Source: an optimization exercise on an open RTL-to-GDS flow (aim: small area, a short achievable clock period and few clock cycles). Production flows keep margins and buffers that such runs may drop.
The RTL was checked by simulation tests, not by an equivalence proof against the original design.

## flow/design.v (module list and top-level ports; edited modules follow where they fit)
// module mul_unit: 1344 lines
// module bignum_top: 399 lines
module bignum_top
(
    input  logic              i_clk,
    input  logic              i_rst_n,
    input  logic              i_req_valid,
    output logic              o_req_ready,
    input  logic [1:0]        i_req_op,
    input  logic [19:0]       i_req_a_addr,
    input  logic [19:0]       i_req_b_addr,
    input  logic [19:0]       i_req_dst_addr,
    input  logic [7:0]        i_req_a_len,
    input  logic [7:0]        i_req_b_len,
    output logic              o_rsp_valid,
    input  logic              i_rsp_ready,
    output logic [7:0]        o_rsp_len,
    output logic [19:0]       o_mem_addr,
    output logic              o_mem_we,
    output logic [15:0]       o_mem_wdata,
    input  logic [15:0]       i_mem_rdata
);
  // ...
==> flow/run.sh <==
#!/bin/bash
# synth_recipe.tcl (not shown) runs the flow's synth.tcl, then flattens the netlist and writes it again
# the make line also repeats each setting of config.mk as NAME=value (left out here)
make -C /OpenROAD-flow-scripts/flow DESIGN_CONFIG=/design/flow/config.mk WORK_HOME=/design/flow/orfs CLKGATE_MAP_FILE= SYNTH_SCRIPT=/design/flow/synth_recipe.tcl finish
==> flow/config.mk <==
export PLATFORM = sky130hd
export DESIGN_NAME = bignum_top
export DESIGN_NICKNAME = bignum_top
export VERILOG_FILES = /design/flow/design.v
export SDC_FILE = /design/flow/constraint.sdc
export NUM_CORES = 4
export LEC_CHECK = 0
export ABC_CLOCK_PERIOD_IN_PS = 3000
export CAP_MARGIN = 20
export CORE_MARGIN = 5
export CORE_UTILIZATION = 40
export SETUP_SLACK_MARGIN = 5
export SLEW_MARGIN = 20
==> flow/constraint.sdc <==
create_clock -name core_clock -period 9.0 [get_ports {i_clk}]
set_input_delay 1.8000 -clock core_clock [delete_from_list [all_inputs] [get_ports {i_clk}]]
set_output_delay 1.8000 -clock core_clock [all_outputs]
set_load 0.01 [all_outputs]
==> impl_metrics.json, run 1 <==
{
  "post_cts_buffers": 79,
  "fin_crit_ns": 4.35,
  "ctsHoldBuffers": 0,
  "largest_class": "multi-input combinational cells",
  "synth_area_um2": 28900,
  "design.seq.count": 450,
  "synth_nets": 3149,
  "fin_ws_ns": 4.65,
  "outcome": "timing/DRC/antenna clean",
  "layout_commonest_cell": "edfxtp_1",
  "clockBufferDepth": 3,
  "nFillCells": 6402,
  "yosysTopAreaCell": "edfxtp_1",
  "grt_start_max_net_pins": 77,
  "seq_area_frac_synth_pct": 40.8,
  "met3_length_um": 4690,
  "period_share_pct": 48.3,
  "synthMuxAreaShare_pct": 2.94,
  "tritoncts": "yes",
  "r2r.worst_path.cells": 24,
  "grt_use_total_pct": 20.7,
  "fin_cells": 3918,
  "buf_share_pct": 7.18,
  "yosys.cell_types.count": 102,
  "antenna_cells": 0,
  "die_y_um": 279,
  "synth-simple-area-share_pct": 15.8,
  "crit_path_max_fanout": 6,
  "multi_input_area_um2": 16500,
  "vias_per_cell": 5.47,
  "grt_pass1_wl_um": 127000,
  "end_kind": "register",
  "worst-endpoint-arrival_ns": 4.93,
  "setup.worst_path.start_class": "register",
  "cp.depth": 24,
  "critical_path_class": "register to register",
  "use_met1_pct": 29.1,
  "grt_use_met2_pct": 33.4,
  "setup_violations": 0
}
Testbench counts, summed over its fixed seeds: cycles 12,022.
==> module bignum_top, before the edit <==
module bignum_top
(
    input  logic              i_clk,
    input  logic              i_rst_n,
    input  logic              i_req_valid,
    output logic              o_req_ready,
    input  logic [1:0]        i_req_op,
    input  logic [19:0]       i_req_a_addr,
    input  logic [19:0]       i_req_b_addr,
    input  logic [19:0]       i_req_dst_addr,
    input  logic [7:0]        i_req_a_len,
    input  logic [7:0]        i_req_b_len,
    output logic              o_rsp_valid,
    input  logic              i_rsp_ready,
    output logic [7:0]        o_rsp_len,
    output logic [19:0]       o_mem_addr,
    output logic              o_mem_we,
    output logic [15:0]       o_mem_wdata,
    input  logic [15:0]       i_mem_rdata
);
    typedef enum logic [3:0] {
        S_IDLE,
        S_RESP,
        S_RA,    
        S_RB,    
        S_W,     
        S_BUB,   
        S_TW,    
        S_LB,    
        S_LX,    
        S_IT0,   
        S_IT1,   
        S_IT2,   
        S_FL     
    } state_e;
    localparam logic [1:0] B_A = 2'd0, B_B = 2'd1, B_D = 2'd2;
    localparam logic [1:0] O_X = 2'd0, O_Y = 2'd1, O_D = 2'd2, O_W = 2'd3;
    state_e      state;
    logic        ready_q;
    logic        rsp_q;
    logic        we_q;
    logic [19:0] addr_q;
    logic [15:0] wdata_q;
    logic [19:0] base_a, base_b, base_d;
    logic [7:0]  o_x, o_y, o_d, o_w;    
    logic        swap_q, mfirst;
    logic        is_sub, is_add;
    logic [7:0]  cnt_a, cnt_b, ylen;
    logic        elem0, was_ra, comp_q, carry_q, tw;
    logic [1:0]  k, lx, fl;
    logic        chunk0, j0, last_q;
    logic [15:0] x0, x1, x2;
    logic [15:0] r0, r1, r2;
    logic [15:0] breg, dreg;
    logic [31:0] q0, q1, q2, p_q;
    logic        v2, f2, l2, v3, l3;
    logic [1:0]  m2, m3;
    logic [15:0] creg;
    assign o_req_ready = ready_q;
    assign o_rsp_valid = rsp_q;
    assign o_rsp_len   = o_w;       
    assign o_mem_addr  = addr_q;
    assign o_mem_we    = we_q;
    assign o_mem_wdata = wdata_q;
    logic        accept;
    logic        swap;
    state_e      n_state;
    logic        n_we;
    logic [1:0]  n_bsel, n_osel;
    logic        n_ozero;
    logic [19:0] n_base;
    logic [7:0]  n_off;
    logic [19:0] n_addr;
    logic [1:0]  b_x, b_y;
    logic [7:0]  x_len, y_len;
    logic        m1_valid;
    logic [1:0]  m1_slot;
    assign accept = i_req_valid && ready_q;
    assign swap   = (i_req_b_len < i_req_a_len);
    assign b_x    = swap_q ? B_B : B_A;
    assign b_y    = swap_q ? B_A : B_B;
    assign x_len  = (mfirst && swap_q) ? ylen : cnt_a;
    assign y_len  = (mfirst && swap_q) ? cnt_a : ylen;
    always_comb begin
        n_state = state;
        n_we    = 1'b0;
        n_bsel  = B_D;
        n_osel  = O_W;
        n_ozero = 1'b0;
        case (state)
            S_IDLE: if (i_req_valid) n_state = i_req_op[1] ? S_LB : S_RA;
            S_RESP: if (i_rsp_ready) n_state = S_IDLE;
            S_RA: begin
                if (cnt_b != 8'd0) begin
                    n_state = S_RB;
                    n_bsel  = B_B;
                    n_osel  = O_Y;
                end else if (!elem0) begin
                    n_state = S_W;
                    n_we    = 1'b1;
                end else if (cnt_a != 8'd1) begin
                    n_state = S_RA;
                    n_bsel  = B_A;
                    n_osel  = O_X;
                end else begin
                    n_state = S_BUB;
                end
            end
            S_RB: begin
                if (!elem0) begin
                    n_state = S_W;
                    n_we    = 1'b1;
                end else if (cnt_a != 8'd0) begin
                    n_state = S_RA;
                    n_bsel  = B_A;
                    n_osel  = O_X;
                end else if (cnt_b != 8'd1) begin
                    n_state = S_RB;
                    n_bsel  = B_B;
                    n_osel  = O_Y;
                end else begin
                    n_state = S_BUB;
                end
            end
            S_W: begin
                if (cnt_a != 8'd0) begin
                    n_state = S_RA;
                    n_bsel  = B_A;
                    n_osel  = O_X;
                end else if (cnt_b != 8'd0) begin
                    n_state = S_RB;
                    n_bsel  = B_B;
                    n_osel  = O_Y;
                end else begin
                    n_state = S_TW;
                    n_we    = 1'b1;
                end
            end
            S_BUB: begin
                n_state = S_TW;
                n_we    = 1'b1;
            end
            S_TW: begin
                if (tw) begin
                    n_state = S_TW;
                    n_we    = 1'b1;
                end else begin
                    n_state = S_RESP;
                end
            end
            S_LB: begin
                n_state = S_LX;
                n_bsel  = b_x;
                n_osel  = O_X;
            end
            S_LX: begin
                if (lx != 2'd1) begin
                    n_state = S_LX;
                    n_bsel  = b_x;
                    n_osel  = O_X;
                end else begin
                    n_state = S_IT0;
                end
            end
            S_IT0: begin
                n_state = S_IT1;
                n_osel  = O_D;
            end
            S_IT1: begin
                n_state = S_IT2;
                n_bsel  = b_y;
                n_osel  = O_Y;
            end
            S_IT2: begin
                n_state = last_q ? S_FL : S_IT0;
                n_we    = 1'b1;
            end
            S_FL: begin
                if (fl != 2'd0) begin
                    n_state = S_FL;
                    n_we    = 1'b1;
                end else if (cnt_a != 8'd0) begin
                    n_state = S_LB;
                    n_bsel  = b_y;
                    n_ozero = 1'b1;
                end else begin
                    n_state = S_RESP;
                end
            end
            default: n_state = S_IDLE;
        endcase
    end
    always_comb begin
        case (n_bsel)
            B_A:     n_base = base_a;
            B_B:     n_base = base_b;
            default: n_base = base_d;
        endcase
        case (n_osel)
            O_X:     n_off = o_x;
            O_Y:     n_off = o_y;
            O_D:     n_off = o_d;
            default: n_off = o_w;
        endcase
        if (n_ozero) n_off = 8'd0;
        if (state == S_IDLE)
            n_addr = (i_req_op[1] && !swap) ? i_req_b_addr : i_req_a_addr;
        else
            n_addr = n_base + {12'd0, n_off};
    end
    always_ff @(posedge i_clk or negedge i_rst_n) begin
        if (!i_rst_n) begin
            state   <= S_IDLE;
            ready_q <= 1'b1;
            rsp_q   <= 1'b0;
            we_q    <= 1'b0;
        end else begin
            state   <= n_state;
            ready_q <= (n_state == S_IDLE);
            rsp_q   <= (n_state == S_RESP);
            we_q    <= n_we;
        end
    end
    always_ff @(posedge i_clk) begin
        addr_q <= n_addr;
        if (accept) begin
            base_a <= i_req_a_addr;
            base_b <= i_req_b_addr;
            base_d <= i_req_dst_addr;
            o_x    <= i_req_op[1] ? 8'd0 : 8'd1;
            o_y    <= i_req_op[1] ? 8'd1 : 8'd0;
            o_w    <= 8'd0;
            cnt_a  <= i_req_a_len;
            cnt_b  <= i_req_b_len;
            ylen   <= i_req_b_len;
            swap_q <= swap;
            is_sub <= (i_req_op == 2'd1);
            is_add <= (i_req_op == 2'd0);
            elem0  <= 1'b1;
            mfirst <= 1'b1;
            chunk0 <= 1'b1;
        end else begin
            if (state != S_IDLE && !n_ozero) begin
                case (n_osel)
                    O_X: o_x <= o_x + 8'd1;
                    O_Y: o_y <= o_y + 8'd1;
                    O_D: o_d <= o_d + 8'd1;
                    default: if (n_we) o_w <= o_w + 8'd1;
                endcase
            end
            case (state)
                S_RA: begin
                    cnt_a <= cnt_a - 8'd1;
                    if (cnt_b == 8'd0) elem0 <= 1'b0;
                end
                S_RB: begin
                    cnt_b <= cnt_b - 8'd1;
                    elem0 <= 1'b0;
                end
                S_W:   if (cnt_a == 8'd0 && cnt_b == 8'd0) tw <= is_add;
                S_BUB: tw <= is_add;
                S_TW:  tw <= 1'b0;
                S_LB: begin
                    k      <= (x_len > 8'd2) ? 2'd3 : x_len[1:0];
                    lx     <= (x_len > 8'd2) ? 2'd3 : x_len[1:0];
                    cnt_a  <= x_len;
                    ylen   <= y_len;
                    cnt_b  <= y_len;
                    last_q <= (y_len == 8'd1);
                    j0     <= 1'b1;
                    mfirst <= 1'b0;
                    o_d    <= o_x;
                    o_w    <= o_x;
                end
                S_LX: begin
                    cnt_a <= cnt_a - 8'd1;
                    lx    <= lx - 2'd1;
                end
                S_IT2: begin
                    cnt_b  <= cnt_b - 8'd1;
                    last_q <= (cnt_b == 8'd2);
                    j0     <= 1'b0;
                    fl     <= k;
                end
                S_FL: begin
                    if (fl != 2'd0) fl <= fl - 2'd1;
                    else begin
                        o_y    <= 8'd1;
                        chunk0 <= 1'b0;
                    end
                end
                default: ;
            endcase
        end
    end
    logic [16:0] sum;
    assign sum = {1'b0, dreg} + {1'b0, (is_sub ? ~breg : breg)} + {16'd0, carry_q};
    logic [31:0] mr0, mr1, mr2;
    logic [31:0] m2_r;
    logic [31:0] t1s, t1c, t2s, t2c;
    logic [16:0] lo;
    logic [15:0] hi;
    mul_unit i_mul (
        .i_x  (x0),
        .i_y  (breg),
        .o_r0 (mr0),
        .o_r1 (mr1),
        .o_r2 (mr2)
    );
    always_comb begin
        m1_valid = 1'b0;
        m1_slot  = 2'd0;
        case (state)
            S_IT0: begin
                m1_valid = 1'b1;
                m1_slot  = 2'd0;
            end
            S_IT1: begin
                m1_valid = (k != 2'd1);
                m1_slot  = 2'd1;
            end
            S_IT2: begin
                m1_valid = (k == 2'd3);
                m1_slot  = 2'd2;
            end
            default: ;
        endcase
    end
    always_comb begin
        case (m2)
            2'd0:    m2_r = {16'd0, r0};
            2'd1:    m2_r = {16'd0, r1};
            default: m2_r = {16'd0, r2};
        endcase
        if (f2) m2_r = 32'd0;
        t1s = q0 ^ q1 ^ q2;
        t1c = ((q0 & q1) | (q2 & (q0 ^ q1))) << 1;
        t2s = t1s ^ t1c ^ m2_r;
        t2c = ((t1s & t1c) | (m2_r & (t1s ^ t1c))) << 1;
    end
    assign lo = {1'b0, p_q[15:0]} + {1'b0, creg};
    assign hi = lo[16] ? (p_q[31:16] + 16'd1) : p_q[31:16];
    always_ff @(posedge i_clk) begin
        q0  <= mr0;
        q1  <= mr1;
        q2  <= mr2;
        v2  <= m1_valid;
        m2  <= m1_slot;
        f2  <= j0;
        l2  <= last_q;
        p_q <= t2s + t2c;
        v3  <= v2;
        m3  <= m2;
        l3  <= l2;
        if (state == S_LX || m1_valid) begin
            x0 <= (k == 2'd1) ? ((state == S_LX) ? i_mem_rdata : x0) : x1;
            x1 <= (k == 2'd2) ? ((state == S_LX) ? i_mem_rdata : x0) : x2;
            x2 <= (state == S_LX) ? i_mem_rdata : x0;
        end
        case (state)
            S_RA: begin
                dreg <= i_mem_rdata;
                breg <= 16'd0;
            end
            S_RB: begin
                breg <= i_mem_rdata;
                if (!was_ra) dreg <= 16'd0;
            end
            S_LB, S_IT2: breg <= i_mem_rdata;
            default: ;
        endcase
        was_ra <= (state == S_RA);
        comp_q <= ((state == S_RA) && (cnt_b == 8'd0)) || (state == S_RB);
        if (state == S_IT1) creg <= chunk0 ? 16'd0 : i_mem_rdata;
        else if (v3) creg <= hi;
        if (v3) begin
            if (m3 == 2'd1) r0 <= lo[15:0];
            if (m3 == 2'd2) r1 <= lo[15:0];
            if (m3 == k - 2'd1) begin
                case (m3)
                    2'd0:    r0 <= hi;
                    2'd1:    r1 <= hi;
                    default: r2 <= hi;
                endcase
            end
        end
        if (accept) carry_q <= (i_req_op == 2'd1);
        if (comp_q) begin
            wdata_q <= sum[15:0];
            carry_q <= sum[16];
        end else if (state == S_W || state == S_TW) begin
            wdata_q <= {15'd0, carry_q};
        end else if (v3 && (m3 == 2'd0 || l3)) begin
            wdata_q <= lo[15:0];
        end else if (state == S_FL) begin
            wdata_q <= creg;
        end
    end
endmodule
==> run 2: changes to the inputs <==
--- a/flow/design.v
+++ b/flow/design.v
@@ -1390,6 +1390,7 @@
     logic        swap_q, mfirst;
     logic        is_sub, is_add;
     logic [7:0]  cnt_a, cnt_b, ylen;
+    logic        a_z, a_o, b_z, b_o;      
     logic        elem0, was_ra, comp_q, carry_q, tw;
     logic [1:0]  k, lx, fl;
     logic        chunk0, j0, last_q;
@@ -1435,14 +1436,14 @@
             S_IDLE: if (i_req_valid) n_state = i_req_op[1] ? S_LB : S_RA;
             S_RESP: if (i_rsp_ready) n_state = S_IDLE;
             S_RA: begin
-                if (cnt_b != 8'd0) begin
+                if (!b_z) begin
                     n_state = S_RB;
                     n_bsel  = B_B;
                     n_osel  = O_Y;
                 end else if (!elem0) begin
                     n_state = S_W;
                     n_we    = 1'b1;
-                end else if (cnt_a != 8'd1) begin
+                end else if (!a_o) begin
                     n_state = S_RA;
                     n_bsel  = B_A;
                     n_osel  = O_X;
@@ -1454,11 +1455,11 @@
                 if (!elem0) begin
                     n_state = S_W;
                     n_we    = 1'b1;
-                end else if (cnt_a != 8'd0) begin
+                end else if (!a_z) begin
                     n_state = S_RA;
                     n_bsel  = B_A;
                     n_osel  = O_X;
-                end else if (cnt_b != 8'd1) begin
+                end else if (!b_o) begin
                     n_state = S_RB;
                     n_bsel  = B_B;
                     n_osel  = O_Y;
@@ -1467,11 +1468,11 @@
                 end
             end
             S_W: begin
-                if (cnt_a != 8'd0) begin
+                if (!a_z) begin
                     n_state = S_RA;
                     n_bsel  = B_A;
                     n_osel  = O_X;
-                end else if (cnt_b != 8'd0) begin
+                end else if (!b_z) begin
                     n_state = S_RB;
                     n_bsel  = B_B;
                     n_osel  = O_Y;
@@ -1523,7 +1524,7 @@
                 if (fl != 2'd0) begin
                     n_state = S_FL;
                     n_we    = 1'b1;
-                end else if (cnt_a != 8'd0) begin
+                end else if (!a_z) begin
                     n_state = S_LB;
                     n_bsel  = b_y;
                     n_ozero = 1'b1;
@@ -1576,6 +1577,10 @@
             o_w    <= 8'd0;
             cnt_a  <= i_req_a_len;
             cnt_b  <= i_req_b_len;
+            a_z    <= (i_req_a_len == 8'd0);
+            a_o    <= (i_req_a_len == 8'd1);
+            b_z    <= (i_req_b_len == 8'd0);
+            b_o    <= (i_req_b_len == 8'd1);
             ylen   <= i_req_b_len;
             swap_q <= swap;
             is_sub <= (i_req_op == 2'd1);
@@ -1595,19 +1600,25 @@
             case (state)
                 S_RA: begin
                     cnt_a <= cnt_a - 8'd1;
-                    if (cnt_b == 8'd0) elem0 <= 1'b0;
+                    a_z   <= a_o;
+                    a_o   <= (cnt_a == 8'd2);
+                    if (b_z) elem0 <= 1'b0;
                 end
                 S_RB: begin
                     cnt_b <= cnt_b - 8'd1;
+                    b_z   <= b_o;
+                    b_o   <= (cnt_b == 8'd2);
                     elem0 <= 1'b0;
                 end
-                S_W:   if (cnt_a == 8'd0 && cnt_b == 8'd0) tw <= is_add;
+                S_W:   if (a_z && b_z) tw <= is_add;
                 S_BUB: tw <= is_add;
                 S_TW:  tw <= 1'b0;
                 S_LB: begin
                     k      <= (x_len > 8'd2) ? 2'd3 : x_len[1:0];
                     lx     <= (x_len > 8'd2) ? 2'd3 : x_len[1:0];
                     cnt_a  <= x_len;
+                    a_z    <= (x_len == 8'd0);
+                    a_o    <= (x_len == 8'd1);
                     ylen   <= y_len;
                     cnt_b  <= y_len;
                     last_q <= (y_len == 8'd1);
@@ -1618,6 +1629,8 @@
                 end
                 S_LX: begin
                     cnt_a <= cnt_a - 8'd1;
+                    a_z   <= a_o;
+                    a_o   <= (cnt_a == 8'd2);
                     lx    <= lx - 2'd1;
                 end
                 S_IT2: begin
@@ -1714,7 +1727,7 @@
             default: ;
         endcase
         was_ra <= (state == S_RA);
-        comp_q <= ((state == S_RA) && (cnt_b == 8'd0)) || (state == S_RB);
+        comp_q <= ((state == S_RA) && b_z) || (state == S_RB);
         if (state == S_IT1) creg <= chunk0 ? 16'd0 : i_mem_rdata;
         else if (v3) creg <= hi;
         if (v3) begin
==> impl_metrics.json, run 2 <==
{
  "outcome": "timing/DRC/antenna clean",
  "synth_area_um2": 28800,
  "period_share_pct": 46.5,
  "rsz0062_at_grt": "yes",
  "io_buffers": 144,
  "grt_pass1_vias": 21989,
  "worst-endpoint-arrival_ns": 4.66,
  "critical_path_class": "register to register",
  "cts.sinks": 454,
  "ys_warn_count": 1,
  "dp_hpwl_um": 61400,
  "antenna_found_initial": 5,
  "drc_errors": 0,
  "drt-total-wl_um": 86200,
  "cap_violations": 0,
  "h-tree-depth": 2,
  "max_stage_delay_ns": 0.59,
  "start_util_pct": 40.3,
  "yosys.cell_types.count": 87,
  "insertion_delay_ns": 0.63,
  "ys_ff_latch": 454,
  "crit_path_max_fanout": 6,
  "layout_common_cells": "edfxtp_1, and2_1, inv_1",
  "slowest_stage": "or4b_4",
  "grt_pass1_wl_um": 132000,
  "die_y_um": 279,
  "worstMarginPinSlew_ns": 1.15,
  "nets": 3368,
  "antenna_cells": 0,
  "yosys.cell_count.top_type": "edfxtp_1",
  "grt-ovfl-total": 0,
  "synth_flop_cell": "edfxtp_1",
  "seq_area_frac_synth_pct": 41.3,
  "io_pins": 145,
  "synth.avg_cell_area_um2": 10.5,
  "drive_gt1_share_pct": 10.8,
  "root_buffer": "clkbuf_16",
  "die_width_um": 279,
  "first_iter_violations": 1931,
  "fin_crit_ns": 4.18,
  "dr.pass1.iters": 7,
  "largest_reg_flops": 32,
  "synth_nets": 3189,
  "syn_to_final_growth_pct": 18.9,
  "end_kind": "register",
  "wire_per_inst_um": 22.0,
  "hp-class": "register to register",
  "grt_start_max_net_pins": 62,
  "reg.largest.list": "p_q x32, q0 x31, q1 x29",
  "ant_nets": 0,
  "path_cells": "or4b_4, nor3_4, nor3_2, buf_4, o21ai_4, buf_12, buf_4, nor2_1, a21oi_1, a21oi_1, ha_1, nor2b_2, o21ai_2, a21boi_2, o21ai_2, a21oi_2, buf_4, nor2_4, and4bb_1, xnor2_1, a21oi_1",
  "clkSlewWorstSetupHoldPaths_ns": 0.06,
  "routabilityCongestion": 0.899,
  "rows": 98,
  "vias": 21480,
  "synth_area_leaders": "edfxtp_1, fa_1, dfxtp_1, and2_1, ha_1",
  "cts_made_buffers": 52,
  "core_um2": 71500,
  "die-area_um2": 77600,
  "synthArstFlopShare_pct": 1.54,
  "setup_violations": 0,
  "grt_use_total_pct": 21.7,
  "fin_skew_ns": 0.0351,
  "regMostFlops": "p_q",
  "yosysTopAreaCell": "edfxtp_1",
  "tns_ns": 0,
  "slew_headroom_pct": 23.3,
  "synth_common_cells": "edfxtp_1, and2_1, inv_1",
  "tritoncts": "yes",
  "yosysTopAreaCellShare_pct": 28.8,
  "hold_ws_ns": 0.332,
  "clockBufferDepth": 3,
  "hold_viol": 0,
  "synth-edff-count": 277,
  "slew_viol_final": 0,
  "setup.worst_path.start_class": "register",
  "vias_per_cell": 5.47,
  "max_freq_mhz": 239,
  "finish.utilization_pct": 47.9,
  "layout_commonest_cell": "edfxtp_1",
  "required_ns": 9.48,
  "synth_cells": 2753
}
run 2: layer usage:
| layer | track usage (%) | up-vias | wire length (um) |
|---|---|---|---|
| li1 | - | 9769 | - |
| met1 | 30.6 | 10655 | 37800 |
| met2 | 34.3 | 894 | 38800 |
| met3 | 4.35 | 160 | 6940 |
| met4 | 6.23 | 2 | 2690 |
| met5 | 0 | - | 13 |
run 2: cell type report:
type                            instances  area [um^2]
Fill cell                            6436        37200
Multi-Input combinational cell       1958        16200
Sequential cell                       454        11900
Timing Repair Buffer                  237         2260
Clock buffer                           65         1400
Tap cell                              950         1190
Inverter                              229          861
Clock inverter                         32          410
run 2: final timing paths:
kind | startpoint | depth (start not counted) | endpoint | slack, ns
max | state[3] | 21 | addr_q[14] | 4.82
min | l2 | 0 | l3 | 0.33
max reg2reg | state[3] | 21 | addr_q[14] | 4.82
min reg2reg | l2 | 0 | l3 | 0.33
max in group asynchronous | i_rst_n | 1 | state[3] | 7.23
min in group asynchronous | i_rst_n | 1 | we_q | 1.46
run 2: repair_timing:
action,CTS,global route
setup buffers,54,13
cloned,4,0
hold buffers,0,0
setup endpoints to repair,30,45
resized for setup,80,39
pin swaps,30,26
run 2: metrics by stage:
stage | instances | setup slack [ns] | instance area (um^2)
after floorplan | 2753 | 4.98 | 28900
after global routing | 3925 | 4.63 | 34300
after detailed placement | 3757 | 3.60 | 31300
final | 3925 | 4.82 | 34300
after CTS | 3912 | 4.86 | 34000
after global placement | 3757 | 3.73 | 31300
run 2: kinds of logic after synthesis:
logic type	Yosys count	synth area share (%)
AO/OA/AOI/OAI	494	10.7
XOR/XNOR	129	3.92
adder cells (fa/ha/maj)	338	20.3
buffers and inverters	344	4.62
flip-flops	454	41.3
multiplexers	80	2.88
AND/OR/NAND/NOR	914	16.4
run 2: worst max-delay path, delay by kind of cell, from the launching register on:
family	cells	cell delay, ns
adders and majority gates	1	0.34
and+or+nand+nor	7	1.48
xor gates and xnor gates	1	0.13
DFF	1	0.51
buffers and inverters	4	0.59
AOI/OAI and AO/OA	8	0.97
Testbench counts of run 2, summed over its fixed seeds: cycles 12,022.
==> run 3: changes to the inputs <==
==> flow/flow/run.sh (new file) <==
#!/bin/bash
set -euo pipefail
bash standard.sh SETUP_SLACK_MARGIN=6 finish > standard.log 2>&1
==> flow/standard.sh (new file) <==
#!/bin/bash
# synth_recipe.tcl (not shown) runs the flow's synth.tcl, then flattens the netlist and writes it again
# the make line also repeats each setting of config.mk as NAME=value (left out here)
make -C /OpenROAD-flow-scripts/flow DESIGN_CONFIG=/design/flow/config.mk WORK_HOME=/design/flow/orfs CLKGATE_MAP_FILE= SYNTH_SCRIPT=/design/flow/synth_recipe.tcl "${@:-finish}"
removed: flow/run.sh
==> impl_metrics.json, run 3 <==
{
  "cap_violations": 0,
  "wire_per_inst_um": 22.2,
  "die_width_um": 279,
  "setup_violations": 0,
  "io_buffers": 144,
  "dr.pass1.iters": 5,
  "grt_start_max_net_pins": 70,
  "regMostFlops": "p_q",
  "yosysTopAreaCell": "edfxtp_1",
  "met2_length_um": 41800,
  "syn_to_final_growth_pct": 28.8,
  "seq_area_frac_synth_pct": 41.3,
  "drt-total-wl_um": 91100,
  "root_buffer": "clkbuf_16",
  "core_um2": 71500,
  "layout_common_cells": "edfxtp_1, and2_1, buf_4",
  "tns_ns": 0,
  "met3_length_um": 6310,
  "worstMarginPinSlew_ns": 1.15,
  "rows": 98,
  "largest_reg_flops": 32,
  "top_layer": "met5",
  "outcome": "timing/DRC/antenna clean",
  "fin_crit_ns": 4.13,
  "antenna_found_initial": 6,
  "dp_hpwl_um": 61900,
  "nFillCells": 6211,
  "worst-endpoint-arrival_ns": 4.59,
  "required_ns": 9.46,
  "die_y_um": 279,
  "critical_path_class": "register to register",
  "die-area_um2": 77600,
  "synth_flop_cell": "edfxtp_1",
  "synth_nets": 3189,
  "reg.largest.list": "p_q x32, q0 x31, q1 x29",
  "setup.worst_path.start_class": "register",
  "yosys.cell_count.top_type": "edfxtp_1",
  "grt_pass1_vias": 22923,
  "vias": 22189,
  "clockBufferDepth": 3,
  "io_pins": 145,
  "first_iter_violations": 1746,
  "clkSlewWorstSetupHoldPaths_ns": 0.06,
  "tritoncts": "yes",
  "ys_warn_count": 1,
  "drive_gt1_share_pct": 27.2,
  "synth-edff-count": 277,
  "routabilityCongestion": 0.887,
  "cts_made_buffers": 54,
  "period_share_pct": 45.8,
  "max_freq_mhz": 242,
  "synth_common_cells": "edfxtp_1, and2_1, inv_1",
  "grt_pass1_wl_um": 137000,
  "slew_headroom_pct": 22.9,
  "nets": 3538,
  "synth_area_um2": 28800,
  "vias_per_cell": 5.42,
  "slew_viol_final": 0,
  "yosysTopAreaCellShare_pct": 28.8,
  "insertion_delay_ns": 0.62,
  "grt-ovfl-total": 0,
  "grt_use_total_pct": 22.8,
  "fin_cells": 4097,
  "ys_ff_latch": 454,
  "yosys.cell_types.count": 87,
  "synth_cells": 2753,
  "hp-class": "register to register",
  "crit_path_max_fanout": 6,
  "synth_area_leaders": "edfxtp_1, fa_1, dfxtp_1, and2_1, ha_1",
  "met1_length_um": 39300,
  "synth.avg_cell_area_um2": 10.5,
  "end_kind": "register",
  "h-tree-depth": 2,
  "drc_errors": 0,
  "fin_skew_ns": 0.0325,
  "hold_viol": 0,
  "rsz0062_at_grt": "yes",
  "start_util_pct": 40.3,
  "cts.sinks": 454,
  "ant_nets": 0,
  "synthArstFlopShare_pct": 1.54,
  "layout_commonest_cell": "edfxtp_1",
  "dp_cells": 3756
}
run 3: critical path, cell delays in order (launching register included):
cell and delay, ns:
dfrtp_4 0.52, or4b_4 0.59, nor3_4 0.16, nor3_2 0.07, buf_4 0.16, o21ai_4 0.13
buf_6 0.15, a21oi_2 0.03, nor2_2 0.12, o221a_4 0.21, inv_2 0.04, fa_2 0.39
nor2b_2 0.13, o21ai_2 0.09, a21boi_4 0.18, o21ai_2 0.08, a21oi_2 0.21, o2111ai_2 0.21
nor3_2 0.22, xor2_1 0.16, a21oi_1 0.08
run 3: per-stage QoR:
stage          hold slack (ns)  utilization, %  area, um^2  setup slack, ns
2_1_floorplan            0.310               -       29600             5.12
3_3_place_gp             0.313            44.4       31800             4.05
3_5_place_dp             0.313            44.5       31800             3.98
4_1_cts                  0.326            50.6       36200             4.90
5_1_grt                  0.329            52.0       37200             4.73
6_report                 0.327            52.0       37200             4.87
run 3: routing by layer:
metal,up-vias,track usage [%]
li1,10127,-
met2,828,36.5
met1,11033,30.8
met3,195,4.60
met4,6,8.20
met5,-,0
run 3: what timing repair did:
action / CTS / global route
resized for setup: 508 / 168
pin swaps: 167 / 136
endpoints found under the setup margin: 335 / 194
hold buffers: 0 / 0
gates cloned: 10 / 2
buffers inserted: 171 / 57
run 3: path summary, 6_finish.rpt:
kind                       cells after the start      from         end  slack (ns)
hold reg to reg                                0        l2          l3        0.33
hold / removal                                 0        l2          l3        0.33
min in group asynchronous                      1   i_rst_n    state[0]        1.44
setup reg to reg                              20  state[3]  addr_q[18]        4.87
setup / recovery                              20  state[3]  addr_q[18]        4.87
max in group asynchronous                      1   i_rst_n     ready_q        7.27
run 3: area by class of cell:
class	count	area [um^2]	area share (%)
clock buffers	72	1550	4.18
well taps	950	1190	3.20
flip-flops and latches	454	12000	32.2
inverters	229	878	2.36
diodes	1	2.50	0.00673
repair buffers	402	3620	9.74
clock inverters	28	362	0.973
repair inverters	1	5.00	0.0135
multi-input cells	1960	17600	47.3
run 3: kinds of logic (layout without fill, tap and decap cells):
family / count (synthesis) / count (layout) / share of synthesized area (%)
fa+ha+maj: 338 / 338 / 20.3
xor+xnor: 129 / 129 / 3.92
mux: 80 / 80 / 2.88
other cells: 0 / 1 / 0
flops: 454 / 454 / 41.3
simple gates: 914 / 918 / 16.4
compound gates: 494 / 495 / 10.7
buf+inv: 344 / 732 / 4.62

[afterwards: timing with drivers on the ports]
Ports are ideal in the flow. The routed layouts listed here were re-timed in OpenROAD. Step 1 sets driving cells, clkbuf_16 on the clock port and buf_2 on the other inputs (assumed; they add their load-dependent delay and slew). Step 2 moves the port delays by t, midway between the first and last clock arrival at a register: inputs arrive t later, outputs are due t later. That takes back most of the time a late clock gives input paths. Three values: no drivers, after step 1, after step 2; two values: the first two.
run | shift t [ns] | setup WS [ns] | latest minus earliest clock arrival (ns)
run 1 | 0.688 | 4.650 / 4.650 / 4.446 | 0.050 / 0.051
run 2 | 0.675 | 4.817 / 4.817 / 4.503 | 0.035 / 0.035
run 3 | 0.659 | 4.874 / 4.874 / 4.874 | 0.037 / 0.037
After both steps setup and hold are still met in every run listed. For run 2, which loses most, drivers alone change the setup slack by 0.000 ns; drivers and shift together by -0.314 ns.
